Source: an optimization exercise on an open RTL-to-GDS flow (aim: small area, a short achievable clock period and few clock cycles per item). Production flows keep margins and buffers that such runs may drop. RTL that was checked went through simulation tests only; none was proved equivalent to the original. No functional check of the RTL was part of run 2.

## design/flow/run.sh

```bash
#!/bin/bash
# synth_recipe.tcl (not shown) runs the flow's synth.tcl, then flattens the netlist and writes it again
# the make line also repeats each setting of config.mk as NAME=value (left out here)
make -C /OpenROAD-flow-scripts/flow DESIGN_CONFIG=/design/flow/config.mk WORK_HOME=/design/flow/orfs CLKGATE_MAP_FILE= SYNTH_SCRIPT=/design/flow/synth_recipe.tcl finish
```

## design/flow/design.v

```verilog
package sdft_pkg;
  function automatic int prod_w(input int in_w);
    prod_w = 2 * in_w + 1;
  endfunction
  function automatic int iter_n(input int in_w, input int fr_w);
    iter_n = in_w + fr_w;
  endfunction
endpackage
module serial_udiv #(parameter int rem_w = 15, parameter int out_w = 15, parameter int d_w = 16) (
  input  logic [rem_w-1:0] rem, input logic xbit, input logic [d_w-1:0] divisor,
  output logic [out_w-1:0] rem_o, output logic take);
  localparam int sw = (rem_w + 1 > d_w) ? rem_w + 1 : d_w;
  localparam int TOPS = (sw > 16) ? 16 : (sw > 8) ? 8 : (sw > 4) ? 4 : (sw > 2) ? 2 : 1;
  logic [sw-1:0] sh, dv, diff, g, p, gg, pp;
  always_comb begin
    sh = sw'({rem, xbit}); dv = sw'(divisor);
    g = ~sh & dv;
    p = ~(sh ^ dv);
    gg = g; pp = p;
    for (int s = 1; s < sw; s = s * 2)
      for (int i = 2*s-1; i < sw; i += 2*s) begin
        gg[i] = gg[i] | (pp[i] & gg[i-s]);
        pp[i] = pp[i] & pp[i-s];
      end
    for (int s = TOPS; s >= 1; s = s / 2)
      for (int i = 3*s-1; i < sw; i += 2*s) begin
        gg[i] = gg[i] | (pp[i] & gg[i-s]);
        pp[i] = pp[i] & pp[i-s];
      end
    diff[0] = sh[0] ^ dv[0];
    for (int i = 1; i < sw; i++) diff[i] = sh[i] ^ dv[i] ^ gg[i-1];
    take = !gg[sw-1];
    rem_o = take ? diff[out_w-1:0] : sh[out_w-1:0];
  end
endmodule
module cd_front (
  input  logic [7:0]  ar,
  input  logic [7:0]  ai,
  input  logic [7:0]  br,
  input  logic [7:0]  bi,
  input  logic [3:0]  br_one,
  input  logic [3:0]  br_two,
  input  logic [3:0]  br_neg,
  input  logic [3:0]  bi_one,
  input  logic [3:0]  bi_two,
  input  logic [3:0]  bi_neg,
  output logic [16:0] nr_x,
  output logic [16:0] nr_y,
  output logic [16:0] nr_z,
  output logic [16:0] ni_x,
  output logic [16:0] ni_y,
  output logic [16:0] ni_z,
  output logic [15:0] d_x,
  output logic [15:0] d_y,
  output logic [15:0] d_z
);
  wire r1 = (((br_one[0] & ar[0]) | (br_two[0] & 1'b0))) ^ br_neg[0];
  wire r2 = (((br_one[0] & ar[1]) | (br_two[0] & ar[0]))) ^ br_neg[0];
  wire r3 = (((br_one[0] & ar[2]) | (br_two[0] & ar[1]))) ^ br_neg[0];
  wire r4 = (((br_one[0] & ar[3]) | (br_two[0] & ar[2]))) ^ br_neg[0];
  wire r5 = (((br_one[0] & ar[4]) | (br_two[0] & ar[3]))) ^ br_neg[0];
  wire r6 = (((br_one[0] & ar[5]) | (br_two[0] & ar[4]))) ^ br_neg[0];
  wire r7 = (((br_one[0] & ar[6]) | (br_two[0] & ar[5]))) ^ br_neg[0];
  wire r8 = (((br_one[0] & ar[7]) | (br_two[0] & ar[6]))) ^ br_neg[0];
  wire r9 = (((br_one[0] & ar[7]) | (br_two[0] & ar[7]))) ^ br_neg[0];
  wire r10 = (((br_one[0] & ar[7]) | (br_two[0] & ar[7]))) ^ br_neg[0];
  wire nr11 = ~r10;
  wire r12 = (((br_one[1] & ar[0]) | (br_two[1] & 1'b0))) ^ br_neg[1];
  wire r13 = (((br_one[1] & ar[1]) | (br_two[1] & ar[0]))) ^ br_neg[1];
  wire r14 = (((br_one[1] & ar[2]) | (br_two[1] & ar[1]))) ^ br_neg[1];
  wire r15 = (((br_one[1] & ar[3]) | (br_two[1] & ar[2]))) ^ br_neg[1];
  wire r16 = (((br_one[1] & ar[4]) | (br_two[1] & ar[3]))) ^ br_neg[1];
  wire r17 = (((br_one[1] & ar[5]) | (br_two[1] & ar[4]))) ^ br_neg[1];
  wire r18 = (((br_one[1] & ar[6]) | (br_two[1] & ar[5]))) ^ br_neg[1];
  wire r19 = (((br_one[1] & ar[7]) | (br_two[1] & ar[6]))) ^ br_neg[1];
  wire r20 = (((br_one[1] & ar[7]) | (br_two[1] & ar[7]))) ^ br_neg[1];
  wire r21 = (((br_one[1] & ar[7]) | (br_two[1] & ar[7]))) ^ br_neg[1];
  wire nr22 = ~r21;
  wire r23 = (((br_one[2] & ar[0]) | (br_two[2] & 1'b0))) ^ br_neg[2];
  wire r24 = (((br_one[2] & ar[1]) | (br_two[2] & ar[0]))) ^ br_neg[2];
  wire r25 = (((br_one[2] & ar[2]) | (br_two[2] & ar[1]))) ^ br_neg[2];
  wire r26 = (((br_one[2] & ar[3]) | (br_two[2] & ar[2]))) ^ br_neg[2];
  wire r27 = (((br_one[2] & ar[4]) | (br_two[2] & ar[3]))) ^ br_neg[2];
  wire r28 = (((br_one[2] & ar[5]) | (br_two[2] & ar[4]))) ^ br_neg[2];
  wire r29 = (((br_one[2] & ar[6]) | (br_two[2] & ar[5]))) ^ br_neg[2];
  wire r30 = (((br_one[2] & ar[7]) | (br_two[2] & ar[6]))) ^ br_neg[2];
  wire r31 = (((br_one[2] & ar[7]) | (br_two[2] & ar[7]))) ^ br_neg[2];
  wire r32 = (((br_one[2] & ar[7]) | (br_two[2] & ar[7]))) ^ br_neg[2];
  wire nr33 = ~r32;
  wire r34 = (((br_one[3] & ar[0]) | (br_two[3] & 1'b0))) ^ br_neg[3];
  wire r35 = (((br_one[3] & ar[1]) | (br_two[3] & ar[0]))) ^ br_neg[3];
  wire r36 = (((br_one[3] & ar[2]) | (br_two[3] & ar[1]))) ^ br_neg[3];
  wire r37 = (((br_one[3] & ar[3]) | (br_two[3] & ar[2]))) ^ br_neg[3];
  wire r38 = (((br_one[3] & ar[4]) | (br_two[3] & ar[3]))) ^ br_neg[3];
  wire r39 = (((br_one[3] & ar[5]) | (br_two[3] & ar[4]))) ^ br_neg[3];
  wire r40 = (((br_one[3] & ar[6]) | (br_two[3] & ar[5]))) ^ br_neg[3];
  wire r41 = (((br_one[3] & ar[7]) | (br_two[3] & ar[6]))) ^ br_neg[3];
  wire r42 = (((br_one[3] & ar[7]) | (br_two[3] & ar[7]))) ^ br_neg[3];
  wire r43 = (((br_one[3] & ar[7]) | (br_two[3] & ar[7]))) ^ br_neg[3];
  wire nr44 = ~r43;
  wire r45 = (((bi_one[0] & ai[0]) | (bi_two[0] & 1'b0))) ^ bi_neg[0];
  wire r46 = (((bi_one[0] & ai[1]) | (bi_two[0] & ai[0]))) ^ bi_neg[0];
  wire r47 = (((bi_one[0] & ai[2]) | (bi_two[0] & ai[1]))) ^ bi_neg[0];
  wire r48 = (((bi_one[0] & ai[3]) | (bi_two[0] & ai[2]))) ^ bi_neg[0];
  wire r49 = (((bi_one[0] & ai[4]) | (bi_two[0] & ai[3]))) ^ bi_neg[0];
  wire r50 = (((bi_one[0] & ai[5]) | (bi_two[0] & ai[4]))) ^ bi_neg[0];
  wire r51 = (((bi_one[0] & ai[6]) | (bi_two[0] & ai[5]))) ^ bi_neg[0];
  wire r52 = (((bi_one[0] & ai[7]) | (bi_two[0] & ai[6]))) ^ bi_neg[0];
  wire r53 = (((bi_one[0] & ai[7]) | (bi_two[0] & ai[7]))) ^ bi_neg[0];
  wire r54 = (((bi_one[0] & ai[7]) | (bi_two[0] & ai[7]))) ^ bi_neg[0];
  wire nr55 = ~r54;
  wire r56 = (((bi_one[1] & ai[0]) | (bi_two[1] & 1'b0))) ^ bi_neg[1];
  wire r57 = (((bi_one[1] & ai[1]) | (bi_two[1] & ai[0]))) ^ bi_neg[1];
  wire r58 = (((bi_one[1] & ai[2]) | (bi_two[1] & ai[1]))) ^ bi_neg[1];
  wire r59 = (((bi_one[1] & ai[3]) | (bi_two[1] & ai[2]))) ^ bi_neg[1];
  wire r60 = (((bi_one[1] & ai[4]) | (bi_two[1] & ai[3]))) ^ bi_neg[1];
  wire r61 = (((bi_one[1] & ai[5]) | (bi_two[1] & ai[4]))) ^ bi_neg[1];
  wire r62 = (((bi_one[1] & ai[6]) | (bi_two[1] & ai[5]))) ^ bi_neg[1];
  wire r63 = (((bi_one[1] & ai[7]) | (bi_two[1] & ai[6]))) ^ bi_neg[1];
  wire r64 = (((bi_one[1] & ai[7]) | (bi_two[1] & ai[7]))) ^ bi_neg[1];
  wire r65 = (((bi_one[1] & ai[7]) | (bi_two[1] & ai[7]))) ^ bi_neg[1];
  wire nr66 = ~r65;
  wire r67 = (((bi_one[2] & ai[0]) | (bi_two[2] & 1'b0))) ^ bi_neg[2];
  wire r68 = (((bi_one[2] & ai[1]) | (bi_two[2] & ai[0]))) ^ bi_neg[2];
  wire r69 = (((bi_one[2] & ai[2]) | (bi_two[2] & ai[1]))) ^ bi_neg[2];
  wire r70 = (((bi_one[2] & ai[3]) | (bi_two[2] & ai[2]))) ^ bi_neg[2];
  wire r71 = (((bi_one[2] & ai[4]) | (bi_two[2] & ai[3]))) ^ bi_neg[2];
  wire r72 = (((bi_one[2] & ai[5]) | (bi_two[2] & ai[4]))) ^ bi_neg[2];
  wire r73 = (((bi_one[2] & ai[6]) | (bi_two[2] & ai[5]))) ^ bi_neg[2];
  wire r74 = (((bi_one[2] & ai[7]) | (bi_two[2] & ai[6]))) ^ bi_neg[2];
  wire r75 = (((bi_one[2] & ai[7]) | (bi_two[2] & ai[7]))) ^ bi_neg[2];
  wire r76 = (((bi_one[2] & ai[7]) | (bi_two[2] & ai[7]))) ^ bi_neg[2];
  wire nr77 = ~r76;
  wire r78 = (((bi_one[3] & ai[0]) | (bi_two[3] & 1'b0))) ^ bi_neg[3];
  wire r79 = (((bi_one[3] & ai[1]) | (bi_two[3] & ai[0]))) ^ bi_neg[3];
  wire r80 = (((bi_one[3] & ai[2]) | (bi_two[3] & ai[1]))) ^ bi_neg[3];
  wire r81 = (((bi_one[3] & ai[3]) | (bi_two[3] & ai[2]))) ^ bi_neg[3];
  wire r82 = (((bi_one[3] & ai[4]) | (bi_two[3] & ai[3]))) ^ bi_neg[3];
  wire r83 = (((bi_one[3] & ai[5]) | (bi_two[3] & ai[4]))) ^ bi_neg[3];
  wire r84 = (((bi_one[3] & ai[6]) | (bi_two[3] & ai[5]))) ^ bi_neg[3];
  wire r85 = (((bi_one[3] & ai[7]) | (bi_two[3] & ai[6]))) ^ bi_neg[3];
  wire r86 = (((bi_one[3] & ai[7]) | (bi_two[3] & ai[7]))) ^ bi_neg[3];
  wire r87 = (((bi_one[3] & ai[7]) | (bi_two[3] & ai[7]))) ^ bi_neg[3];
  wire nr88 = ~r87;
  wire e89 = br_neg[3] ^ bi_neg[3];
  wire e90 = br_neg[3] & bi_neg[3];
  wire s91 = r5 ^ r14 ^ r23;
  wire c92 = (r5 & r14) | (r5 & r23) | (r14 & r23);
  wire s93 = r6 ^ r15;
  wire c94 = r6 & r15;
  wire s95 = r7 ^ r16 ^ r25;
  wire c96 = (r7 & r16) | (r7 & r25) | (r16 & r25);
  wire s97 = r34 ^ r51 ^ r60;
  wire c98 = (r34 & r51) | (r34 & r60) | (r51 & r60);
  wire s99 = r8 ^ r17 ^ r26;
  wire c100 = (r8 & r17) | (r8 & r26) | (r17 & r26);
  wire s101 = r35 ^ r52 ^ r61;
  wire c102 = (r35 & r52) | (r35 & r61) | (r52 & r61);
  wire s103 = r70 ^ r79;
  wire c104 = r70 & r79;
  wire s105 = r9 ^ r18 ^ r27;
  wire c106 = (r9 & r18) | (r9 & r27) | (r18 & r27);
  wire s107 = r36 ^ r53 ^ r62;
  wire c108 = (r36 & r53) | (r36 & r62) | (r53 & r62);
  wire s109 = r71 ^ r80;
  wire c110 = r71 & r80;
  wire s111 = nr11 ^ r19 ^ r28;
  wire c112 = (nr11 & r19) | (nr11 & r28) | (r19 & r28);
  wire s113 = r37 ^ nr55 ^ r63;
  wire c114 = (r37 & nr55) | (r37 & r63) | (nr55 & r63);
  wire s115 = r72 ^ r81;
  wire c116 = r72 & r81;
  wire s117 = r20 ^ r29 ^ r38;
  wire c118 = (r20 & r29) | (r20 & r38) | (r29 & r38);
  wire s119 = r64 ^ r73 ^ r82;
  wire c120 = (r64 & r73) | (r64 & r82) | (r73 & r82);
  wire s121 = nr22 ^ r30 ^ r39;
  wire c122 = (nr22 & r30) | (nr22 & r39) | (r30 & r39);
  wire s123 = nr66 ^ r74;
  wire c124 = nr66 & r74;
  wire s125 = r3 ^ r12 ^ br_neg[1];
  wire c126 = (r3 & r12) | (r3 & br_neg[1]) | (r12 & br_neg[1]);
  wire s127 = r4 ^ r13;
  wire c128 = r4 & r13;
  wire s129 = s91 ^ br_neg[2] ^ r49;
  wire c130 = (s91 & br_neg[2]) | (s91 & r49) | (br_neg[2] & r49);
  wire s131 = r58 ^ r67;
  wire c132 = r58 & r67;
  wire s133 = c92 ^ s93 ^ r24;
  wire c134 = (c92 & s93) | (c92 & r24) | (s93 & r24);
  wire s135 = r50 ^ r59 ^ r68;
  wire c136 = (r50 & r59) | (r50 & r68) | (r59 & r68);
  wire s137 = c94 ^ s95 ^ s97;
  wire c138 = (c94 & s95) | (c94 & s97) | (s95 & s97);
  wire s139 = r69 ^ r78 ^ e89;
  wire c140 = (r69 & r78) | (r69 & e89) | (r78 & e89);
  wire s141 = c96 ^ c98 ^ s99;
  wire c142 = (c96 & c98) | (c96 & s99) | (c98 & s99);
  wire s143 = s101 ^ s103 ^ e90;
  wire c144 = (s101 & s103) | (s101 & e90) | (s103 & e90);
  wire s145 = c100 ^ c102 ^ c104;
  wire c146 = (c100 & c102) | (c100 & c104) | (c102 & c104);
  wire s147 = s105 ^ s107 ^ s109;
  wire c148 = (s105 & s107) | (s105 & s109) | (s107 & s109);
  wire s149 = c106 ^ c108 ^ c110;
  wire c150 = (c106 & c108) | (c106 & c110) | (c108 & c110);
  wire s151 = s111 ^ s113 ^ s115;
  wire c152 = (s111 & s113) | (s111 & s115) | (s113 & s115);
  wire s153 = c112 ^ c114 ^ c116;
  wire c154 = (c112 & c114) | (c112 & c116) | (c114 & c116);
  wire s155 = s117 ^ s119 ^ 1'b1;
  wire c156 = (s117 & s119) | (s117 & 1'b1) | (s119 & 1'b1);
  wire s157 = c118 ^ c120 ^ s121;
  wire c158 = (c118 & c120) | (c118 & s121) | (c120 & s121);
  wire s159 = s123 ^ r83 ^ 1'b1;
  wire c160 = (s123 & r83) | (s123 & 1'b1) | (r83 & 1'b1);
  wire s161 = c122 ^ c124 ^ r31;
  wire c162 = (c122 & c124) | (c122 & r31) | (c124 & r31);
  wire s163 = r40 ^ r75 ^ r84;
  wire c164 = (r40 & r75) | (r40 & r84) | (r75 & r84);
  wire s165 = nr33 ^ r41 ^ nr77;
  wire c166 = (nr33 & r41) | (nr33 & nr77) | (r41 & nr77);
  wire s167 = r85 ^ 1'b1;
  wire c168 = r85 & 1'b1;
  wire s169 = r1 ^ br_neg[0];
  wire c170 = r1 & br_neg[0];
  wire s171 = s125 ^ r47;
  wire c172 = s125 & r47;
  wire s173 = c126 ^ s127 ^ r48;
  wire c174 = (c126 & s127) | (c126 & r48) | (s127 & r48);
  wire s175 = c128 ^ s129 ^ s131;
  wire c176 = (c128 & s129) | (c128 & s131) | (s129 & s131);
  wire s177 = c130 ^ c132 ^ s133;
  wire c178 = (c130 & c132) | (c130 & s133) | (c132 & s133);
  wire s179 = c134 ^ c136 ^ s137;
  wire c180 = (c134 & c136) | (c134 & s137) | (c136 & s137);
  wire s181 = c138 ^ c140 ^ s141;
  wire c182 = (c138 & c140) | (c138 & s141) | (c140 & s141);
  wire s183 = c142 ^ c144 ^ s145;
  wire c184 = (c142 & c144) | (c142 & s145) | (c144 & s145);
  wire s185 = c146 ^ c148 ^ s149;
  wire c186 = (c146 & c148) | (c146 & s149) | (c148 & s149);
  wire s187 = c150 ^ c152 ^ s153;
  wire c188 = (c150 & c152) | (c150 & s153) | (c152 & s153);
  wire s189 = c154 ^ c156 ^ s157;
  wire c190 = (c154 & c156) | (c154 & s157) | (c156 & s157);
  wire s191 = c158 ^ c160 ^ s161;
  wire c192 = (c158 & c160) | (c158 & s161) | (c160 & s161);
  wire s193 = c162 ^ c164 ^ s165;
  wire c194 = (c162 & c164) | (c162 & s165) | (c164 & s165);
  wire s195 = c166 ^ c168 ^ r42;
  wire c196 = (c166 & c168) | (c166 & r42) | (c168 & r42);
  wire s197 = nr44 ^ nr88;
  wire c198 = nr44 & nr88;
  assign nr_x = {c198, c196, c194, c192, c190, c188, c186, c184, c182, c180, c178, c176, c174, c172, s171, c170, s169};
  assign nr_y = {1'b0, s197, s195, s193, s191, s189, s187, s185, s183, s181, s179, s177, s175, s173, r56, r2, r45};
  assign nr_z = {1'b0, 1'b1, r86, s167, s163, s159, s155, s151, s147, s143, s139, s135, bi_neg[2], r57, bi_neg[1], r46, bi_neg[0]};
  wire r199 = (((br_one[0] & ai[0]) | (br_two[0] & 1'b0))) ^ br_neg[0];
  wire r200 = (((br_one[0] & ai[1]) | (br_two[0] & ai[0]))) ^ br_neg[0];
  wire r201 = (((br_one[0] & ai[2]) | (br_two[0] & ai[1]))) ^ br_neg[0];
  wire r202 = (((br_one[0] & ai[3]) | (br_two[0] & ai[2]))) ^ br_neg[0];
  wire r203 = (((br_one[0] & ai[4]) | (br_two[0] & ai[3]))) ^ br_neg[0];
  wire r204 = (((br_one[0] & ai[5]) | (br_two[0] & ai[4]))) ^ br_neg[0];
  wire r205 = (((br_one[0] & ai[6]) | (br_two[0] & ai[5]))) ^ br_neg[0];
  wire r206 = (((br_one[0] & ai[7]) | (br_two[0] & ai[6]))) ^ br_neg[0];
  wire r207 = (((br_one[0] & ai[7]) | (br_two[0] & ai[7]))) ^ br_neg[0];
  wire r208 = (((br_one[0] & ai[7]) | (br_two[0] & ai[7]))) ^ br_neg[0];
  wire nr209 = ~r208;
  wire r210 = (((br_one[1] & ai[0]) | (br_two[1] & 1'b0))) ^ br_neg[1];
  wire r211 = (((br_one[1] & ai[1]) | (br_two[1] & ai[0]))) ^ br_neg[1];
  wire r212 = (((br_one[1] & ai[2]) | (br_two[1] & ai[1]))) ^ br_neg[1];
  wire r213 = (((br_one[1] & ai[3]) | (br_two[1] & ai[2]))) ^ br_neg[1];
  wire r214 = (((br_one[1] & ai[4]) | (br_two[1] & ai[3]))) ^ br_neg[1];
  wire r215 = (((br_one[1] & ai[5]) | (br_two[1] & ai[4]))) ^ br_neg[1];
  wire r216 = (((br_one[1] & ai[6]) | (br_two[1] & ai[5]))) ^ br_neg[1];
  wire r217 = (((br_one[1] & ai[7]) | (br_two[1] & ai[6]))) ^ br_neg[1];
  wire r218 = (((br_one[1] & ai[7]) | (br_two[1] & ai[7]))) ^ br_neg[1];
  wire r219 = (((br_one[1] & ai[7]) | (br_two[1] & ai[7]))) ^ br_neg[1];
  wire nr220 = ~r219;
  wire r221 = (((br_one[2] & ai[0]) | (br_two[2] & 1'b0))) ^ br_neg[2];
  wire r222 = (((br_one[2] & ai[1]) | (br_two[2] & ai[0]))) ^ br_neg[2];
  wire r223 = (((br_one[2] & ai[2]) | (br_two[2] & ai[1]))) ^ br_neg[2];
  wire r224 = (((br_one[2] & ai[3]) | (br_two[2] & ai[2]))) ^ br_neg[2];
  wire r225 = (((br_one[2] & ai[4]) | (br_two[2] & ai[3]))) ^ br_neg[2];
  wire r226 = (((br_one[2] & ai[5]) | (br_two[2] & ai[4]))) ^ br_neg[2];
  wire r227 = (((br_one[2] & ai[6]) | (br_two[2] & ai[5]))) ^ br_neg[2];
  wire r228 = (((br_one[2] & ai[7]) | (br_two[2] & ai[6]))) ^ br_neg[2];
  wire r229 = (((br_one[2] & ai[7]) | (br_two[2] & ai[7]))) ^ br_neg[2];
  wire r230 = (((br_one[2] & ai[7]) | (br_two[2] & ai[7]))) ^ br_neg[2];
  wire nr231 = ~r230;
  wire r232 = (((br_one[3] & ai[0]) | (br_two[3] & 1'b0))) ^ br_neg[3];
  wire r233 = (((br_one[3] & ai[1]) | (br_two[3] & ai[0]))) ^ br_neg[3];
  wire r234 = (((br_one[3] & ai[2]) | (br_two[3] & ai[1]))) ^ br_neg[3];
  wire r235 = (((br_one[3] & ai[3]) | (br_two[3] & ai[2]))) ^ br_neg[3];
  wire r236 = (((br_one[3] & ai[4]) | (br_two[3] & ai[3]))) ^ br_neg[3];
  wire r237 = (((br_one[3] & ai[5]) | (br_two[3] & ai[4]))) ^ br_neg[3];
  wire r238 = (((br_one[3] & ai[6]) | (br_two[3] & ai[5]))) ^ br_neg[3];
  wire r239 = (((br_one[3] & ai[7]) | (br_two[3] & ai[6]))) ^ br_neg[3];
  wire r240 = (((br_one[3] & ai[7]) | (br_two[3] & ai[7]))) ^ br_neg[3];
  wire r241 = (((br_one[3] & ai[7]) | (br_two[3] & ai[7]))) ^ br_neg[3];
  wire nr242 = ~r241;
  wire ng243 = ~bi_neg[0] & (bi_one[0] | bi_two[0]);
  wire r244 = (((bi_one[0] & ar[0]) | (bi_two[0] & 1'b0))) ^ ng243;
  wire r245 = (((bi_one[0] & ar[1]) | (bi_two[0] & ar[0]))) ^ ng243;
  wire r246 = (((bi_one[0] & ar[2]) | (bi_two[0] & ar[1]))) ^ ng243;
  wire r247 = (((bi_one[0] & ar[3]) | (bi_two[0] & ar[2]))) ^ ng243;
  wire r248 = (((bi_one[0] & ar[4]) | (bi_two[0] & ar[3]))) ^ ng243;
  wire r249 = (((bi_one[0] & ar[5]) | (bi_two[0] & ar[4]))) ^ ng243;
  wire r250 = (((bi_one[0] & ar[6]) | (bi_two[0] & ar[5]))) ^ ng243;
  wire r251 = (((bi_one[0] & ar[7]) | (bi_two[0] & ar[6]))) ^ ng243;
  wire r252 = (((bi_one[0] & ar[7]) | (bi_two[0] & ar[7]))) ^ ng243;
  wire r253 = (((bi_one[0] & ar[7]) | (bi_two[0] & ar[7]))) ^ ng243;
  wire nr254 = ~r253;
  wire ng255 = ~bi_neg[1] & (bi_one[1] | bi_two[1]);
  wire r256 = (((bi_one[1] & ar[0]) | (bi_two[1] & 1'b0))) ^ ng255;
  wire r257 = (((bi_one[1] & ar[1]) | (bi_two[1] & ar[0]))) ^ ng255;
  wire r258 = (((bi_one[1] & ar[2]) | (bi_two[1] & ar[1]))) ^ ng255;
  wire r259 = (((bi_one[1] & ar[3]) | (bi_two[1] & ar[2]))) ^ ng255;
  wire r260 = (((bi_one[1] & ar[4]) | (bi_two[1] & ar[3]))) ^ ng255;
  wire r261 = (((bi_one[1] & ar[5]) | (bi_two[1] & ar[4]))) ^ ng255;
  wire r262 = (((bi_one[1] & ar[6]) | (bi_two[1] & ar[5]))) ^ ng255;
  wire r263 = (((bi_one[1] & ar[7]) | (bi_two[1] & ar[6]))) ^ ng255;
  wire r264 = (((bi_one[1] & ar[7]) | (bi_two[1] & ar[7]))) ^ ng255;
  wire r265 = (((bi_one[1] & ar[7]) | (bi_two[1] & ar[7]))) ^ ng255;
  wire nr266 = ~r265;
  wire ng267 = ~bi_neg[2] & (bi_one[2] | bi_two[2]);
  wire r268 = (((bi_one[2] & ar[0]) | (bi_two[2] & 1'b0))) ^ ng267;
  wire r269 = (((bi_one[2] & ar[1]) | (bi_two[2] & ar[0]))) ^ ng267;
  wire r270 = (((bi_one[2] & ar[2]) | (bi_two[2] & ar[1]))) ^ ng267;
  wire r271 = (((bi_one[2] & ar[3]) | (bi_two[2] & ar[2]))) ^ ng267;
  wire r272 = (((bi_one[2] & ar[4]) | (bi_two[2] & ar[3]))) ^ ng267;
  wire r273 = (((bi_one[2] & ar[5]) | (bi_two[2] & ar[4]))) ^ ng267;
  wire r274 = (((bi_one[2] & ar[6]) | (bi_two[2] & ar[5]))) ^ ng267;
  wire r275 = (((bi_one[2] & ar[7]) | (bi_two[2] & ar[6]))) ^ ng267;
  wire r276 = (((bi_one[2] & ar[7]) | (bi_two[2] & ar[7]))) ^ ng267;
  wire r277 = (((bi_one[2] & ar[7]) | (bi_two[2] & ar[7]))) ^ ng267;
  wire nr278 = ~r277;
  wire ng279 = ~bi_neg[3] & (bi_one[3] | bi_two[3]);
  wire r280 = (((bi_one[3] & ar[0]) | (bi_two[3] & 1'b0))) ^ ng279;
  wire r281 = (((bi_one[3] & ar[1]) | (bi_two[3] & ar[0]))) ^ ng279;
  wire r282 = (((bi_one[3] & ar[2]) | (bi_two[3] & ar[1]))) ^ ng279;
  wire r283 = (((bi_one[3] & ar[3]) | (bi_two[3] & ar[2]))) ^ ng279;
  wire r284 = (((bi_one[3] & ar[4]) | (bi_two[3] & ar[3]))) ^ ng279;
  wire r285 = (((bi_one[3] & ar[5]) | (bi_two[3] & ar[4]))) ^ ng279;
  wire r286 = (((bi_one[3] & ar[6]) | (bi_two[3] & ar[5]))) ^ ng279;
  wire r287 = (((bi_one[3] & ar[7]) | (bi_two[3] & ar[6]))) ^ ng279;
  wire r288 = (((bi_one[3] & ar[7]) | (bi_two[3] & ar[7]))) ^ ng279;
  wire r289 = (((bi_one[3] & ar[7]) | (bi_two[3] & ar[7]))) ^ ng279;
  wire nr290 = ~r289;
  wire e291 = br_neg[3] ^ ng279;
  wire e292 = br_neg[3] & ng279;
  wire s293 = r203 ^ r212 ^ r221;
  wire c294 = (r203 & r212) | (r203 & r221) | (r212 & r221);
  wire s295 = r204 ^ r213;
  wire c296 = r204 & r213;
  wire s297 = r205 ^ r214 ^ r223;
  wire c298 = (r205 & r214) | (r205 & r223) | (r214 & r223);
  wire s299 = r232 ^ r250 ^ r260;
  wire c300 = (r232 & r250) | (r232 & r260) | (r250 & r260);
  wire s301 = r206 ^ r215 ^ r224;
  wire c302 = (r206 & r215) | (r206 & r224) | (r215 & r224);
  wire s303 = r233 ^ r251 ^ r261;
  wire c304 = (r233 & r251) | (r233 & r261) | (r251 & r261);
  wire s305 = r271 ^ r281;
  wire c306 = r271 & r281;
  wire s307 = r207 ^ r216 ^ r225;
  wire c308 = (r207 & r216) | (r207 & r225) | (r216 & r225);
  wire s309 = r234 ^ r252 ^ r262;
  wire c310 = (r234 & r252) | (r234 & r262) | (r252 & r262);
  wire s311 = r272 ^ r282;
  wire c312 = r272 & r282;
  wire s313 = nr209 ^ r217 ^ r226;
  wire c314 = (nr209 & r217) | (nr209 & r226) | (r217 & r226);
  wire s315 = r235 ^ nr254 ^ r263;
  wire c316 = (r235 & nr254) | (r235 & r263) | (nr254 & r263);
  wire s317 = r273 ^ r283;
  wire c318 = r273 & r283;
  wire s319 = r218 ^ r227 ^ r236;
  wire c320 = (r218 & r227) | (r218 & r236) | (r227 & r236);
  wire s321 = r264 ^ r274 ^ r284;
  wire c322 = (r264 & r274) | (r264 & r284) | (r274 & r284);
  wire s323 = nr220 ^ r228 ^ r237;
  wire c324 = (nr220 & r228) | (nr220 & r237) | (r228 & r237);
  wire s325 = nr266 ^ r275;
  wire c326 = nr266 & r275;
  wire s327 = r201 ^ r210 ^ br_neg[1];
  wire c328 = (r201 & r210) | (r201 & br_neg[1]) | (r210 & br_neg[1]);
  wire s329 = r202 ^ r211;
  wire c330 = r202 & r211;
  wire s331 = s293 ^ br_neg[2] ^ r248;
  wire c332 = (s293 & br_neg[2]) | (s293 & r248) | (br_neg[2] & r248);
  wire s333 = r258 ^ r268;
  wire c334 = r258 & r268;
  wire s335 = c294 ^ s295 ^ r222;
  wire c336 = (c294 & s295) | (c294 & r222) | (s295 & r222);
  wire s337 = r249 ^ r259 ^ r269;
  wire c338 = (r249 & r259) | (r249 & r269) | (r259 & r269);
  wire s339 = c296 ^ s297 ^ s299;
  wire c340 = (c296 & s297) | (c296 & s299) | (s297 & s299);
  wire s341 = r270 ^ r280 ^ e291;
  wire c342 = (r270 & r280) | (r270 & e291) | (r280 & e291);
  wire s343 = c298 ^ c300 ^ s301;
  wire c344 = (c298 & c300) | (c298 & s301) | (c300 & s301);
  wire s345 = s303 ^ s305 ^ e292;
  wire c346 = (s303 & s305) | (s303 & e292) | (s305 & e292);
  wire s347 = c302 ^ c304 ^ c306;
  wire c348 = (c302 & c304) | (c302 & c306) | (c304 & c306);
  wire s349 = s307 ^ s309 ^ s311;
  wire c350 = (s307 & s309) | (s307 & s311) | (s309 & s311);
  wire s351 = c308 ^ c310 ^ c312;
  wire c352 = (c308 & c310) | (c308 & c312) | (c310 & c312);
  wire s353 = s313 ^ s315 ^ s317;
  wire c354 = (s313 & s315) | (s313 & s317) | (s315 & s317);
  wire s355 = c314 ^ c316 ^ c318;
  wire c356 = (c314 & c316) | (c314 & c318) | (c316 & c318);
  wire s357 = s319 ^ s321 ^ 1'b1;
  wire c358 = (s319 & s321) | (s319 & 1'b1) | (s321 & 1'b1);
  wire s359 = c320 ^ c322 ^ s323;
  wire c360 = (c320 & c322) | (c320 & s323) | (c322 & s323);
  wire s361 = s325 ^ r285 ^ 1'b1;
  wire c362 = (s325 & r285) | (s325 & 1'b1) | (r285 & 1'b1);
  wire s363 = c324 ^ c326 ^ r229;
  wire c364 = (c324 & c326) | (c324 & r229) | (c326 & r229);
  wire s365 = r238 ^ r276 ^ r286;
  wire c366 = (r238 & r276) | (r238 & r286) | (r276 & r286);
  wire s367 = nr231 ^ r239 ^ nr278;
  wire c368 = (nr231 & r239) | (nr231 & nr278) | (r239 & nr278);
  wire s369 = r287 ^ 1'b1;
  wire c370 = r287 & 1'b1;
  wire s371 = r199 ^ br_neg[0];
  wire c372 = r199 & br_neg[0];
  wire s373 = s327 ^ r246;
  wire c374 = s327 & r246;
  wire s375 = c328 ^ s329 ^ r247;
  wire c376 = (c328 & s329) | (c328 & r247) | (s329 & r247);
  wire s377 = c330 ^ s331 ^ s333;
  wire c378 = (c330 & s331) | (c330 & s333) | (s331 & s333);
  wire s379 = c332 ^ c334 ^ s335;
  wire c380 = (c332 & c334) | (c332 & s335) | (c334 & s335);
  wire s381 = c336 ^ c338 ^ s339;
  wire c382 = (c336 & c338) | (c336 & s339) | (c338 & s339);
  wire s383 = c340 ^ c342 ^ s343;
  wire c384 = (c340 & c342) | (c340 & s343) | (c342 & s343);
  wire s385 = c344 ^ c346 ^ s347;
  wire c386 = (c344 & c346) | (c344 & s347) | (c346 & s347);
  wire s387 = c348 ^ c350 ^ s351;
  wire c388 = (c348 & c350) | (c348 & s351) | (c350 & s351);
  wire s389 = c352 ^ c354 ^ s355;
  wire c390 = (c352 & c354) | (c352 & s355) | (c354 & s355);
  wire s391 = c356 ^ c358 ^ s359;
  wire c392 = (c356 & c358) | (c356 & s359) | (c358 & s359);
  wire s393 = c360 ^ c362 ^ s363;
  wire c394 = (c360 & c362) | (c360 & s363) | (c362 & s363);
  wire s395 = c364 ^ c366 ^ s367;
  wire c396 = (c364 & c366) | (c364 & s367) | (c366 & s367);
  wire s397 = c368 ^ c370 ^ r240;
  wire c398 = (c368 & c370) | (c368 & r240) | (c370 & r240);
  wire s399 = nr242 ^ nr290;
  wire c400 = nr242 & nr290;
  assign ni_x = {c400, c398, c396, c394, c392, c390, c388, c386, c384, c382, c380, c378, c376, c374, s373, c372, s371};
  assign ni_y = {1'b0, s399, s397, s395, s393, s391, s389, s387, s385, s383, s381, s379, s377, s375, r256, r200, r244};
  assign ni_z = {1'b0, 1'b1, r288, s369, s365, s361, s357, s353, s349, s345, s341, s337, ng267, r257, ng255, r245, ng243};
  wire sq401 = br[0] & br[1];
  wire sq402 = br[0] & br[2];
  wire sq403 = br[0] & br[3];
  wire sq404 = br[0] & br[4];
  wire sq405 = br[0] & br[5];
  wire sq406 = br[0] & br[6];
  wire sq407 = br[0] & br[7];
  wire nq408 = ~sq407;
  wire sq409 = br[1] & br[2];
  wire sq410 = br[1] & br[3];
  wire sq411 = br[1] & br[4];
  wire sq412 = br[1] & br[5];
  wire sq413 = br[1] & br[6];
  wire sq414 = br[1] & br[7];
  wire nq415 = ~sq414;
  wire sq416 = br[2] & br[3];
  wire sq417 = br[2] & br[4];
  wire sq418 = br[2] & br[5];
  wire sq419 = br[2] & br[6];
  wire sq420 = br[2] & br[7];
  wire nq421 = ~sq420;
  wire sq422 = br[3] & br[4];
  wire sq423 = br[3] & br[5];
  wire sq424 = br[3] & br[6];
  wire sq425 = br[3] & br[7];
  wire nq426 = ~sq425;
  wire sq427 = br[4] & br[5];
  wire sq428 = br[4] & br[6];
  wire sq429 = br[4] & br[7];
  wire nq430 = ~sq429;
  wire sq431 = br[5] & br[6];
  wire sq432 = br[5] & br[7];
  wire nq433 = ~sq432;
  wire sq434 = br[6] & br[7];
  wire nq435 = ~sq434;
  wire sq436 = bi[0] & bi[1];
  wire sq437 = bi[0] & bi[2];
  wire sq438 = bi[0] & bi[3];
  wire sq439 = bi[0] & bi[4];
  wire sq440 = bi[0] & bi[5];
  wire sq441 = bi[0] & bi[6];
  wire sq442 = bi[0] & bi[7];
  wire nq443 = ~sq442;
  wire sq444 = bi[1] & bi[2];
  wire sq445 = bi[1] & bi[3];
  wire sq446 = bi[1] & bi[4];
  wire sq447 = bi[1] & bi[5];
  wire sq448 = bi[1] & bi[6];
  wire sq449 = bi[1] & bi[7];
  wire nq450 = ~sq449;
  wire sq451 = bi[2] & bi[3];
  wire sq452 = bi[2] & bi[4];
  wire sq453 = bi[2] & bi[5];
  wire sq454 = bi[2] & bi[6];
  wire sq455 = bi[2] & bi[7];
  wire nq456 = ~sq455;
  wire sq457 = bi[3] & bi[4];
  wire sq458 = bi[3] & bi[5];
  wire sq459 = bi[3] & bi[6];
  wire sq460 = bi[3] & bi[7];
  wire nq461 = ~sq460;
  wire sq462 = bi[4] & bi[5];
  wire sq463 = bi[4] & bi[6];
  wire sq464 = bi[4] & bi[7];
  wire nq465 = ~sq464;
  wire sq466 = bi[5] & bi[6];
  wire sq467 = bi[5] & bi[7];
  wire nq468 = ~sq467;
  wire sq469 = bi[6] & bi[7];
  wire nq470 = ~sq469;
  wire e471 = br[4] ^ bi[4];
  wire e472 = br[4] & bi[4];
  wire s473 = sq405 ^ sq411 ^ sq416;
  wire c474 = (sq405 & sq411) | (sq405 & sq416) | (sq411 & sq416);
  wire s475 = sq406 ^ sq412;
  wire c476 = sq406 & sq412;
  wire s477 = nq408 ^ sq413 ^ sq418;
  wire c478 = (nq408 & sq413) | (nq408 & sq418) | (sq413 & sq418);
  wire s479 = sq422 ^ nq443 ^ sq448;
  wire c480 = (sq422 & nq443) | (sq422 & sq448) | (nq443 & sq448);
  wire s481 = nq415 ^ sq419 ^ sq423;
  wire c482 = (nq415 & sq419) | (nq415 & sq423) | (sq419 & sq423);
  wire s483 = nq450 ^ sq454 ^ sq458;
  wire c484 = (nq450 & sq454) | (nq450 & sq458) | (sq454 & sq458);
  wire s485 = nq421 ^ sq424 ^ sq427;
  wire c486 = (nq421 & sq424) | (nq421 & sq427) | (sq424 & sq427);
  wire s487 = br[5] ^ nq456 ^ sq459;
  wire c488 = (br[5] & nq456) | (br[5] & sq459) | (nq456 & sq459);
  wire s489 = sq403 ^ sq409 ^ br[2];
  wire c490 = (sq403 & sq409) | (sq403 & br[2]) | (sq409 & br[2]);
  wire s491 = sq404 ^ sq410;
  wire c492 = sq404 & sq410;
  wire s493 = s473 ^ br[3] ^ sq440;
  wire c494 = (s473 & br[3]) | (s473 & sq440) | (br[3] & sq440);
  wire s495 = sq446 ^ sq451;
  wire c496 = sq446 & sq451;
  wire s497 = c474 ^ s475 ^ sq417;
  wire c498 = (c474 & s475) | (c474 & sq417) | (s475 & sq417);
  wire s499 = sq441 ^ sq447 ^ sq452;
  wire c500 = (sq441 & sq447) | (sq441 & sq452) | (sq447 & sq452);
  wire s501 = c476 ^ s477 ^ s479;
  wire c502 = (c476 & s477) | (c476 & s479) | (s477 & s479);
  wire s503 = sq453 ^ sq457 ^ e471;
  wire c504 = (sq453 & sq457) | (sq453 & e471) | (sq457 & e471);
  wire s505 = c478 ^ c480 ^ s481;
  wire c506 = (c478 & c480) | (c478 & s481) | (c480 & s481);
  wire s507 = s483 ^ 1'b1 ^ e472;
  wire c508 = (s483 & 1'b1) | (s483 & e472) | (1'b1 & e472);
  wire s509 = c482 ^ c484 ^ s485;
  wire c510 = (c482 & c484) | (c482 & s485) | (c484 & s485);
  wire s511 = s487 ^ sq462 ^ bi[5];
  wire c512 = (s487 & sq462) | (s487 & bi[5]) | (sq462 & bi[5]);
  wire s513 = c486 ^ c488 ^ nq426;
  wire c514 = (c486 & c488) | (c486 & nq426) | (c488 & nq426);
  wire s515 = sq428 ^ nq461 ^ sq463;
  wire c516 = (sq428 & nq461) | (sq428 & sq463) | (nq461 & sq463);
  wire s517 = nq430 ^ sq431 ^ br[6];
  wire c518 = (nq430 & sq431) | (nq430 & br[6]) | (sq431 & br[6]);
  wire s519 = nq465 ^ sq466 ^ bi[6];
  wire c520 = (nq465 & sq466) | (nq465 & bi[6]) | (sq466 & bi[6]);
  wire s521 = sq401 ^ br[1];
  wire c522 = sq401 & br[1];
  wire s523 = s489 ^ sq438;
  wire c524 = s489 & sq438;
  wire s525 = c490 ^ s491 ^ sq439;
  wire c526 = (c490 & s491) | (c490 & sq439) | (s491 & sq439);
  wire s527 = c492 ^ s493 ^ s495;
  wire c528 = (c492 & s493) | (c492 & s495) | (s493 & s495);
  wire s529 = c494 ^ c496 ^ s497;
  wire c530 = (c494 & c496) | (c494 & s497) | (c496 & s497);
  wire s531 = c498 ^ c500 ^ s501;
  wire c532 = (c498 & c500) | (c498 & s501) | (c500 & s501);
  wire s533 = c502 ^ c504 ^ s505;
  wire c534 = (c502 & c504) | (c502 & s505) | (c504 & s505);
  wire s535 = c506 ^ c508 ^ s509;
  wire c536 = (c506 & c508) | (c506 & s509) | (c508 & s509);
  wire s537 = c510 ^ c512 ^ s513;
  wire c538 = (c510 & c512) | (c510 & s513) | (c512 & s513);
  wire s539 = c514 ^ c516 ^ s517;
  wire c540 = (c514 & c516) | (c514 & s517) | (c516 & s517);
  wire s541 = c518 ^ c520 ^ nq433;
  wire c542 = (c518 & c520) | (c518 & nq433) | (c520 & nq433);
  wire s543 = nq435 ^ br[7] ^ nq470;
  wire c544 = (nq435 & br[7]) | (nq435 & nq470) | (br[7] & nq470);
  assign d_x = {c544, c542, c540, c538, c536, c534, c532, c530, c528, c526, c524, s523, c522, s521, 1'b0, br[0]};
  assign d_y = {1'b0, s543, s541, s539, s537, s535, s533, s531, s529, s527, s525, sq444, sq402, sq436, 1'b0, bi[0]};
  assign d_z = {1'b0, bi[7], nq468, s519, s515, s511, s507, s503, s499, bi[3], sq445, bi[2], sq437, bi[1], 1'b0, 1'b0};
endmodule
module complex_div #(
  parameter int data_in_w  = 8,
  parameter int data_out_w = 16,
  parameter int frac_w     = 8
) (
  input  logic                         clk,
  input  logic                         reset_n,
  input  logic signed [data_in_w-1:0]  a_real,
  input  logic signed [data_in_w-1:0]  a_imag,
  input  logic signed [data_in_w-1:0]  b_real,
  input  logic signed [data_in_w-1:0]  b_imag,
  input  logic                         in_valid,
  output logic                         in_ready,
  output logic signed [data_out_w-1:0] out_real,
  output logic signed [data_out_w-1:0] out_imag,
  output logic                         out_valid,
  input  logic                         out_ready,
  output logic                         div_zero,
  output logic                         sat
);
  localparam int NS = 16;    
  localparam int DW = 16;    
  localparam int SPS = 1;    
  localparam int NT = NS / SPS;  
  logic          adv;                
  logic [NT+3:0] vld;                
  logic          kv;                 
  logic          push, pop, o_free;
  assign in_ready = adv;
  logic [7:0] ar0, ai0, br0, bi0;
  logic [3:0] br_one, br_two, br_neg, bi_one, bi_two, bi_neg;
  function automatic logic [11:0] booth(input logic [7:0] b);
    logic [3:0] o, t, n;
    logic       b2, b1, b0;
    for (int k = 0; k < 4; k++) begin
      b2   = b[2*k+1];
      b1   = b[2*k];
      b0   = (k == 0) ? 1'b0 : b[2*k-1];
      o[k] = b1 ^ b0;
      t[k] = (b2 & ~b1 & ~b0) | (~b2 & b1 & b0);
      n[k] = b2 & ~(b1 & b0);
    end
    booth = {o, t, n};
  endfunction
  logic [16:0] nr_x, nr_y, nr_z, ni_x, ni_y, ni_z;
  logic [15:0] d_x, d_y, d_z;
  logic [16:0] nr_x1, nr_y1, nr_z1, ni_x1, ni_y1, ni_z1;
  logic [15:0] d_x1, d_y1, d_z1;
  logic        dz1;
  cd_front u_front (
    .ar(ar0), .ai(ai0), .br(br0), .bi(bi0),
    .br_one(br_one), .br_two(br_two), .br_neg(br_neg),
    .bi_one(bi_one), .bi_two(bi_two), .bi_neg(bi_neg),
    .nr_x(nr_x), .nr_y(nr_y), .nr_z(nr_z),
    .ni_x(ni_x), .ni_y(ni_y), .ni_z(ni_z),
    .d_x(d_x), .d_y(d_y), .d_z(d_z)
  );
  always_ff @(posedge clk) begin
    if (adv) begin
      ar0   <= a_real;
      ai0   <= a_imag;
      br0   <= b_real;
      bi0   <= b_imag;
      {br_one, br_two, br_neg} <= booth(b_real);
      {bi_one, bi_two, bi_neg} <= booth(b_imag);
      nr_x1 <= nr_x;
      nr_y1 <= nr_y;
      nr_z1 <= nr_z;
      ni_x1 <= ni_x;
      ni_y1 <= ni_y;
      ni_z1 <= ni_z;
      d_x1  <= d_x;
      d_y1  <= d_y;
      d_z1  <= d_z;
      dz1   <= (br0 == 8'd0) && (bi0 == 8'd0);
    end
  end
  logic [NS:0][14:0] rem_r, rem_i;    
  logic [NS:0][15:0] dq_r, dq_i;      
  logic [NS:0][15:0] den;
  logic [NS:0]       ng_r, ng_i, dz;
  function automatic logic [16:0] mag3(input logic [16:0] x, input logic [16:0] y, input logic [16:0] z);
    logic [16:0] p, n;
    p    = x + y + z;
    n    = ~x + ~y + ~z + 17'd3;
    mag3 = {p[16], p[16] ? n[15:0] : p[15:0]};
  endfunction
  logic [15:0] nm_r_c, nm_i_c, d_c;
  logic        ng_r_c, ng_i_c;
  assign {ng_r_c, nm_r_c} = mag3(nr_x1, nr_y1, nr_z1);
  assign {ng_i_c, nm_i_c} = mag3(ni_x1, ni_y1, ni_z1);
  assign d_c = d_x1 + d_y1 + d_z1;
  logic [15:0] nm_r2, nm_i2, d2;
  logic        ng_r2, ng_i2, dz2;
  always_ff @(posedge clk) begin
    if (adv) begin
      nm_r2 <= nm_r_c;
      nm_i2 <= nm_i_c;
      d2    <= d_c;
      ng_r2 <= ng_r_c;
      ng_i2 <= ng_i_c;
      dz2   <= dz1;
    end
  end
  assign rem_r[0] = 15'(nm_r2[15:8]);
  assign rem_i[0] = 15'(nm_i2[15:8]);
  assign dq_r[0]  = {nm_r2[7:0], 8'b0};
  assign dq_i[0]  = {nm_i2[7:0], 8'b0};
  assign den[0]   = d2;
  assign ng_r[0]  = ng_r2;
  assign ng_i[0]  = ng_i2;
  assign dz[0]    = dz2;
  for (genvar j = 1; j <= NS; j++) begin : g_step
    localparam int WI = (8 + j - 1 < 15) ? 8 + j - 1 : 15;    
    localparam int WO = (8 + j < 15) ? 8 + j : 15;            
    localparam int XQ = (j < 8) ? 8 : j;                       
    localparam bit REG = (j % SPS == 0) || (j == NS);
    logic [WO-1:0] nrem_r, nrem_i;
    logic          tk_r, tk_i;
    logic [15:0]   ndq_r, ndq_i;
    serial_udiv #(.rem_w(WI), .out_w(WO), .d_w(DW)) u_r (
      .rem(rem_r[j-1][WI-1:0]), .xbit(dq_r[j-1][15]), .divisor(den[j-1]),
      .rem_o(nrem_r), .take(tk_r));
    serial_udiv #(.rem_w(WI), .out_w(WO), .d_w(DW)) u_i (
      .rem(rem_i[j-1][WI-1:0]), .xbit(dq_i[j-1][15]), .divisor(den[j-1]),
      .rem_o(nrem_i), .take(tk_i));
    assign ndq_r = {dq_r[j-1][14:0], tk_r};
    assign ndq_i = {dq_i[j-1][14:0], tk_i};
    if (REG) begin : g_reg
      logic [XQ-1:0] xq_r, xq_i;
      logic          g_r, g_i, z;
      always_ff @(posedge clk) begin
        if (adv) begin
          g_r <= ng_r[j-1];
          g_i <= ng_i[j-1];
          z   <= dz[j-1];
        end
      end
      if (j < 8) begin : g_x
        always_ff @(posedge clk) begin
          if (adv) begin
            xq_r <= {ndq_r[15:8+j], ndq_r[j-1:0]};
            xq_i <= {ndq_i[15:8+j], ndq_i[j-1:0]};
          end
        end
        assign dq_r[j] = {xq_r[7:j], 8'b0, xq_r[j-1:0]};
        assign dq_i[j] = {xq_i[7:j], 8'b0, xq_i[j-1:0]};
      end else begin : g_q
        always_ff @(posedge clk) begin
          if (adv) begin
            xq_r <= ndq_r[j-1:0];
            xq_i <= ndq_i[j-1:0];
          end
        end
        assign dq_r[j] = 16'(xq_r);
        assign dq_i[j] = 16'(xq_i);
      end
      if (j < NS) begin : g_rem
        logic [WO-1:0] rr, ri;
        logic [15:0]   dd;
        always_ff @(posedge clk) begin
          if (adv) begin
            rr <= nrem_r;
            ri <= nrem_i;
            dd <= den[j-1];
          end
        end
        assign rem_r[j] = 15'(rr);
        assign rem_i[j] = 15'(ri);
        assign den[j]   = dd;
      end else begin : g_last
        assign rem_r[j] = '0;
        assign rem_i[j] = '0;
        assign den[j]   = '0;
      end
      assign ng_r[j] = g_r;
      assign ng_i[j] = g_i;
      assign dz[j]   = z;
    end else begin : g_comb
      assign rem_r[j] = 15'(nrem_r);
      assign rem_i[j] = 15'(nrem_i);
      assign dq_r[j]  = ndq_r;
      assign dq_i[j]  = ndq_i;
      assign den[j]   = den[j-1];
      assign ng_r[j]  = ng_r[j-1];
      assign ng_i[j]  = ng_i[j-1];
      assign dz[j]    = dz[j-1];
    end
  end
  function automatic logic [16:0] clamp(input logic neg, input logic zero, input logic [15:0] q);
    logic [15:0] v;
    logic        s;
    if (zero) begin
      v = 16'd0;
      s = 1'b0;
    end else if (q[15]) begin
      v = neg ? 16'h8000 : 16'h7fff;
      s = !neg || (q[14:0] != 15'd0);
    end else begin
      v = neg ? -q : q;
      s = 1'b0;
    end
    clamp = {s, v};
  endfunction
  logic [15:0] res_r, res_i;
  logic        st_r, st_i;
  assign {st_r, res_r} = clamp(ng_r[NS], dz[NS], dq_r[NS]);
  assign {st_i, res_i} = clamp(ng_i[NS], dz[NS], dq_i[NS]);
  logic [15:0] k_real, k_imag;
  logic        k_dz, k_sat;
  assign push   = adv && vld[NT+2];
  assign pop    = out_valid && out_ready;
  assign o_free = !out_valid || out_ready;
  always_ff @(posedge clk) begin
    if (adv) begin
      k_real <= res_r;
      k_imag <= res_i;
      k_dz   <= dz[NS];
      k_sat  <= st_r || st_i;
    end
    if (o_free) begin
      out_real <= kv ? k_real : res_r;
      out_imag <= kv ? k_imag : res_i;
      div_zero <= kv ? k_dz   : dz[NS];
      sat      <= kv ? k_sat  : (st_r || st_i);
    end
  end
  logic kv_n;
  always_comb begin
    if (o_free) kv_n = kv && push;
    else        kv_n = kv || push;
  end
  always_ff @(posedge clk or negedge reset_n) begin
    if (!reset_n) begin
      adv       <= 1'b0;
      vld       <= '0;
      kv        <= 1'b0;
      out_valid <= 1'b0;
    end else begin
      if (adv) vld <= {vld[NT+2:0], in_valid};
      kv        <= kv_n;
      out_valid <= o_free ? (kv || push) : 1'b1;
      adv       <= !kv_n;
    end
  end
endmodule
```

## design/flow/config.mk

```make
export PLATFORM = sky130hd
export DESIGN_NAME = complex_div
export DESIGN_NICKNAME = complex_div
export VERILOG_FILES = /design/flow/design.v
export SDC_FILE = /design/flow/constraint.sdc
export NUM_CORES = 4
export LEC_CHECK = 0
export CAP_MARGIN = 20
export CORE_MARGIN = 2
export CORE_UTILIZATION = 40
export SLEW_MARGIN = 20
```

## design/flow/constraint.sdc

```tcl
create_clock -name core_clock -period 7.0 [get_ports {clk}]
set_input_delay 1.4000 -clock core_clock [delete_from_list [all_inputs] [get_ports {clk}]]
set_output_delay 1.4000 -clock core_clock [all_outputs]
set_load 0.01 [all_outputs]
```

==> reports/metrics.yaml, run 1 <==
status: "no timing/DRC/antenna violations"
setup_violations: 0
cts_setup_buffers: 0
grt_usage: 0.146
postCtsHoldBufs: 0
fillers: 16763
worstSkewPairLatency_ns: 0.79
hold_slack_ns: 0.398
dr.pass1.iters: 6
synthToLayoutAreaGrowth_pct: 11.3
final-seq-area_sq_um: 40600
final_area_sq_um: 84000
r2r_start: "g_step[4].g_reg.g_rem.dd[0]"
drt_iter0_drc: 2089
rows: 159
h-tree-depth: 4
syn-instance-count: 5623
gr-total-overflow: 0
pre_cts_ws_ns: 2.88
design.portCount: 72
grt_first_pass_wirelength_um: 226000
synth_area_leaders: "edfxtp_1 53%, ha_1 9.3%, fa_1 9.3%"
timing.slew.headroom: 0.210
syn_area_sq_um: 75400
layout_min_cycle_time_ns: 4.02
critPathKind: "flip-flop to flip-flop"
async_reset_ff_frac: 0.0162
hold_path.class: "flip-flop to flip-flop"
dieHeight_um: 438
cts-root-buf: "clkbuf_16"
drive_gt1_frac: 0.0668
wl_per_cell_um: 16.6
finalHoldViolCount: 0
final.setup.worst_slack_ns: 2.98
grt_antenna_before_repair: 4
drtAntennaViolNets: 0
yosysTopAreaCell: "edfxtp_1"
grt_max_degree: 176
path_clk_slew_ns: 0.06
end_kind: "flip-flop"
multi_input_area_sq_um: 31700
gp_congestion: 0.823
synth_nets: 6567
drv_cap: 0
placed_cell_area_sq_um: 79100
seq_area_frac_synth: 0.538
finalNetCount: 6685
postSynthAreaPerCell_sq_um: 13.4
critPathArrivalTime_ns: 4.50
cp_data_required_time_ns: 7.48
post_cts_resized: 0
yosys_most_used_dff: "edfxtp_1"
crit_end: "g_step[5].g_reg.g_rem.rr[0]"
r2r_end: "g_step[5].g_reg.g_rem.rr[0]"
tightest_slew_ns: 1.19
final.setup_skew_ns: 0.0320
hpwlAfterDp_um: 101000
drc_errors: 0
vias: 41856
min_period_over_period: 0.575
drv_slew: 0
finalWirelength_um: 138000
dieArea_sq_um: 192000
timing.fmax_mhz: 248
ys_warn_count: 9
via_per_inst: 5.01
synth_edf_count: 1333
cts_max_path_buffers: 3
die_w_um: 438
place.port_buffers: 71
synth.ff_latch_count: 1355
cp-start-kind: "flip-flop"
ff2ff_path_depth: 10
cts_buffers: 151
cts_tree: "yes"
r2r_slack_ns: 2.98
core_area_sq_um: 188000
grt_setup_unrepaired: "no"
initial_utilization: 0.402
synth_cell_types: 73
tns_ns: 0
grt_pass1_vias: 43795
crit_path_max_fanout: 14
worst_setup_path_startpoint: "g_step[4].g_reg.g_rem.dd[0]"
yosysTopAreaCellShare: 0.531
cts.sinks: 1355
==> critical path, cell delays in order, from the launching register on <==
cell       delay [ns]
edfxtp_1         0.42
ha_1             0.26
fa_1             0.48
a21o_1           0.19
a21o_1           0.22
a21o_1           0.20
a31o_2           0.27
a2111oi_0        0.44
o21bai_1         0.18
a31oi_2          0.91
mux2i_1          0.17
==> area by class of cell <==
type | count | share of cell area
Inverter | 693 | 0.0310
Antenna cell | 1 | 0.0000298
Clock buffer | 178 | 0.0465
Sequential cell | 1355 | 0.483
Timing Repair Buffer | 123 | 0.0135
Multi-Input combinational cell | 3417 | 0.377
Clock inverter | 90 | 0.0114
Tap cell | 2495 | 0.0372
==> sequential cells by signal, summed over array words and instances (netlist names), 16 cells and up <==
register and flops:
out_real 16, ni_y1 16, g_step.g_reg.xq_i 164, nr_y1 16
nr_x1 17, k_real 16, g_step.g_reg.g_r 16, vld 19
g_step.g_reg.g_rem.dd 240, g_step.g_reg.z 16, d2 16, ni_x1 17
g_step.g_reg.g_i 16, g_step.g_reg.g_rem.rr 204, nm_r2 16, k_imag 16
g_step.g_reg.xq_r 164, g_step.g_reg.g_rem.ri 204, out_imag 16, nm_i2 16
==> metrics by stage <==
stage | cells | util
after CTS | 8350 | 0.448
after detailed placement | 8082 | 0.422
final | 8352 | 0.448
after global routing | 8352 | 0.448
after global placement | 8082 | 0.422
after floorplan | 5623 | -
==> synthesized netlist by cell type, types with 15 or more instances <==
master	count
edfxtp_1	1333
inv_1	693
ha_1	559
fa_1	349
mux2i_1	309
xor2_1	203
nor2_1	193
nand2_1	191
a21o_1	175
a21oi_1	173
o21ai_0	152
xnor2_1	150
clkbuf_1	117
a22oi_1	103
nand2b_1	74
and2_1	67
mux2_2	57
nor3_1	57
nor2b_1	50
o31ai_1	47
o21a_1	43
o21bai_1	34
nor3b_1	32
or3_1	30
nand3_1	27
o22ai_1	26
or2_2	26
a31oi_1	23
buf_1	23
a211oi_1	22
dfrtp_1	22
o211ai_1	20
o22a_1	19
nor4_1	18
a41oi_1	17
a22o_1	16
buf_2	15
o31a_1	15
==> routing by layer <==
layer	vias to the layer above	share of wire	GRT usage
li1	20483	-	-
met1	20435	0.39	0.160
met2	689	0.55	0.279
met3	249	0.036	0.0251
met4	0	0.030	0.0512
met5	-	0	0
==> cell families after synthesis <==
group,count (synthesis),synth area share
muxes,366,0.0495
and+or+nand+nor,806,0.0539
xor gates and xnor gates,353,0.0410
DFF,1355,0.538
adders and majority gates,908,0.185
AOI/OAI and AO/OA,984,0.0895
buffers and inverters,851,0.0428
==> placed cells by master, fill, tap and decap left out, types with 27 or more instances in the layout <==
master and count:
clkbuf_16 152, o21a_1 43, nand2b_1 73, clkdlybuf4s50_1 71, mux2_2 57, o21bai_1 34
xor2_1 203, and2_1 67, edfxtp_1 1333, inv_1 693, buf_4 48, nor2_1 193
nor2b_1 50, a21o_1 175, mux2i_1 309, nor3_1 57, xnor2_1 148, nor3b_1 32
nand3_1 27, a22oi_1 103, a21oi_1 172, o31ai_1 47, o21ai_0 152, nand2_1 191
ha_1 559, fa_1 349, or3_1 30
==> worst min-delay path by stage <==
stage	slack, ns	from	end	depth (start not counted)
floorplan	0.40	dz1	dz2	0
global placement	0.40	g_step[4].g_reg.xq_r[4]	g_step[5].g_reg.xq_r[5]	0
detailed placement	0.40	g_step[9].g_reg.xq_r[3]	g_step[10].g_reg.xq_r[4]	0
CTS	0.39	g_step[12].g_reg.xq_i[3]	g_step[13].g_reg.xq_i[4]	0
global route	0.41	g_step[12].g_reg.xq_i[3]	g_step[13].g_reg.xq_i[4]	0
finish	0.40	g_step[12].g_reg.xq_i[3]	g_step[13].g_reg.xq_i[4]	0
Testbench counts, summed over its fixed seeds: cycles 3,368, items 3,200.
==> run 2: changes to the inputs <==
--- a/design/flow/design.v
+++ b/design/flow/design.v
@@ -631,5 +631,5 @@
   localparam int NS = 16;    
   localparam int DW = 16;    
-  localparam int SPS = 1;    
+  localparam int SPS = 2;    
   localparam int NT = NS / SPS;  
   logic          adv;                
==> reports/metrics.yaml, run 2 <==
status: "no timing/DRC/antenna violations"
tightest_slew_ns: 1.09  # -0.0984 ns
final.setup_skew_ns: 0.0413  # +0.00938 ns
h-tree-depth: 3  # -1
drv_slew: 0  # unchanged
syn_area_sq_um: 59600  # -21%
end_kind: "flip-flop"
grt_pass1_vias: 39581  # -9.6%
synth.ff_latch_count: 819  # -40%
hpwlAfterDp_um: 101000  # -0.70%
gp_congestion: 0.831  # +0.91%
critPathArrivalTime_ns: 6.43  # +1.93 ns
top_register: "g_step.g_reg.g_rem.dd"
crit_path_max_fanout: 17  # +3
cp_data_required_time_ns: 7.45  # -0.03 ns
cts_tree: "yes"
syn-instance-count: 5247  # -6.7%
synth_area_leaders: "edfxtp_1 41%, fa_1 12%, ha_1 12%"
via_per_inst: 5.25  # +4.8%
path_cells: "ha_1 > inv_1 > fa_1 > nor2b_1 > o21a_1 > o21a_1 > o21ai_0 > nand2b_1 > a21oi_1 > o21ai_0 > and2_1 > mux2_2 > fa_1 > a21o_1 > a21oi_1 > o21bai_1 > a21oi_1 > o21bai_1 > a21o_1 > a21o_1 > a211o_1 > mux2_2"
cts.sinks: 819  # -40%
finalHoldViolCount: 0  # unchanged
post_cts_resized: 0  # unchanged
cp-start-kind: "flip-flop"
layout_min_cycle_time_ns: 5.98  # +1.96 ns
hold_path.class: "flip-flop to flip-flop"
synth_edf_count: 805  # -40%
drt_iter0_drc: 2103  # +0.67%
dpl.cell_count: 7128  # -12%
drtAntennaViolNets: 0  # unchanged
synth.most_common_cell: "edfxtp_1"
r2r_start: "d2[0]"
vias: 38306  # -8.5%
finalNetCount: 6245  # -6.6%
postSynthAreaPerCell_sq_um: 11.4  # -15%
synth_nets: 6203  # -5.5%
design.portCount: 72  # unchanged
finalWirelength_um: 132000  # -4.6%
largestRegisters: "g_step.g_reg.g_rem.dd (112), g_step.g_reg.g_rem.ri (96), g_step.g_reg.g_rem.rr (96)"
postCtsHoldBufs: 0  # unchanged
die_w_um: 390  # -11%
timing.fmax_mhz: 167  # -33%
tns_ns: 0  # unchanged
yosys_most_used_dff: "edfxtp_1"
rows: 141  # -11%
yosysTopAreaCellShare: 0.406  # -0.125
hp-start: "g_step[14].g_reg.g_r"
grt_antenna_before_repair: 4  # unchanged
drc_errors: 0  # unchanged
initial_utilization: 0.403  # +0.00110
path_clk_slew_ns: 0.07  # about the same
timing.slew.headroom: 0.275  # +0.0656
place.port_buffers: 71  # unchanged
dr.pass1.iters: 5  # -1
wl_per_cell_um: 18.1  # +9.1%
cts_buffers: 89  # -41%
critPathKind: "flip-flop to flip-flop"
mostFrequentLayoutCells: "805 x edfxtp_1, 695 x inv_1, 559 x ha_1"
cts_setup_buffers: 0  # unchanged
worstSkewPairLatency_ns: 0.72  # -0.07 ns
seq_area_frac_synth: 0.411  # -0.127
grt_first_pass_wirelength_um: 215000  # -4.8%
fin_cells: 7297  # -13%
ys_warn_count: 9  # unchanged
drv_cap: 0  # unchanged
grt_setup_unrepaired: "no"
synth_cell_types: 90  # +23%
cts-root-buf: "clkbuf_16"
critPathMaxStageDelay_ns: 0.51  # -0.40 ns
drive_gt1_frac: 0.0675  # +0.000705
yosysTopAreaCell: "edfxtp_1"
crit_path_top_delay_cell: "a211o_1"
dieHeight_um: 390  # -11%
final_common_cell: "edfxtp_1"
setup_violations: 0  # unchanged
grt_max_degree: 158  # -10%
async_reset_ff_frac: 0.0171  # +0.000858
synthToLayoutAreaGrowth_pct: 9.84
grt_usage: 0.177  # +0.0318
cts_max_path_buffers: 3  # unchanged
largest_register_ffs: 112  # -53%
hold_slack_ns: 0.398  # -0.000190 ns
ys_top_cells_by_count: "805 x edfxtp_1, 695 x inv_1, 559 x ha_1"
worst_setup_path_startpoint: "d2[0]"
core_area_sq_um: 148000  # -21%
dieArea_sq_um: 152000  # -21%
min_period_over_period: 0.855  # +0.280
gr-total-overflow: 0  # unchanged
-- run 2: cell count changes after synthesis, sizes merged, moves of 22 or more --
cell / delta
xor2: -72
mux2: +51
a21oi: +141
clkbuf: +25
o31ai: -22
nor3b: -22
nor2: +91
nand2b: -25
o21ai: +50
a21o: -34
mux2i: -143
nand2: +53
edfxtp: -528
xnor2: +85
-- run 2: logic make-up (layout without fill, tap and decap cells) --
family / Yosys count / after routing / share of synthesized area
buffers and inverters: 872 / 990 / 0.0559
muxes: 274 / 274 / 0.0484
xor gates and xnor gates: 366 / 366 / 0.0538
other: 0 / 2 / 0
adders and majority gates: 926 / 926 / 0.240
and+or+nand+nor: 915 / 915 / 0.0731
DFF: 819 / 819 / 0.411
AOI/OAI and AO/OA: 1075 / 1075 / 0.118
-- run 2: metrics by stage --
step | instance area, sq um | utilization | setup WS (ns)
detailed placement | 62500 | 0.423 | 1.03
floorplan | 59600 | - | 0.236
CTS | 65500 | 0.443 | 1.01
global placement | 62500 | 0.423 | 1.16
finish | 65500 | 0.443 | 1.02
global route | 65500 | 0.443 | 0.464
-- run 2: worst paths after layout --
path                                                     to  cells after the start  slack, ns
worst max-delay path            g_step[2].g_reg.g_rem.ri[4]                     22       1.02
worst min-delay path                   g_step[16].g_reg.g_r                      0       0.40
worst max register to register  g_step[2].g_reg.g_rem.ri[4]                     22       1.02
worst min register to register         g_step[16].g_reg.g_r                      0       0.40
max in group asynchronous                               adv                      1       5.44
min in group asynchronous                            vld[8]                      1       1.09
-- run 2: routing by layer --
layer | vias up | routed length (um) | track usage
li1 | 18591 | - | -
met1 | 18774 | 57100 | 0.225
met2 | 733 | 65600 | 0.311
met3 | 208 | 5220 | 0.0252
met4 | 0 | 4110 | 0.0551
met5 | - | 0 | 0
-- run 2: area by class of cell --
class	instances	area (sq um)
clock buffer	102	2280
clock inverter	65	671
sequential	819	24500
fill	13724	82400
tap	1930	2410
antenna	2	5.00
inverter	696	2610
timing repair buffer	127	1180
multi-input combinational	3556	31800
-- run 2: critical path, delay by kind of cell, from the launching register on --
family,cells,cell delay [ns]
buffers and inverters,1,0.05
AND/OR/NAND/NOR,3,0.71
multiplexers,2,0.76
AO/OA/AOI/OAI,13,2.61
adder cells (fa/ha/maj),3,1.10
flip-flops,1,0.48

## afterwards: timing with drivers on the ports
No port has a modelled driver above. Below, the same layouts with a new extraction and two added sets of constraints.
Step 1 sets driving cells, clkbuf_16 on the clock port and buf_2 on the other inputs (assumed; they add their load-dependent delay and slew).
Step 2 also shifts input and output timing later by t, the mid clock arrival at the registers, as if the neighbouring blocks saw the same clock.
Three values: ideal, step 1, step 2; two values: the first two.
run | t (ns) | setup slack, ns | worst setup path after step 2 | worst register clock-pin slew, ns | worst data-port slew with drivers (ns)
run 1 | 0.851 | 2.976 / 2.976 / 2.976 | register to register | 0.06 / 0.06 | 0.04
run 2 | 0.779 | 1.017 / 1.017 / 1.017 | register to register | 0.07 / 0.07 | 0.09
After both steps every run listed still meets setup and hold.
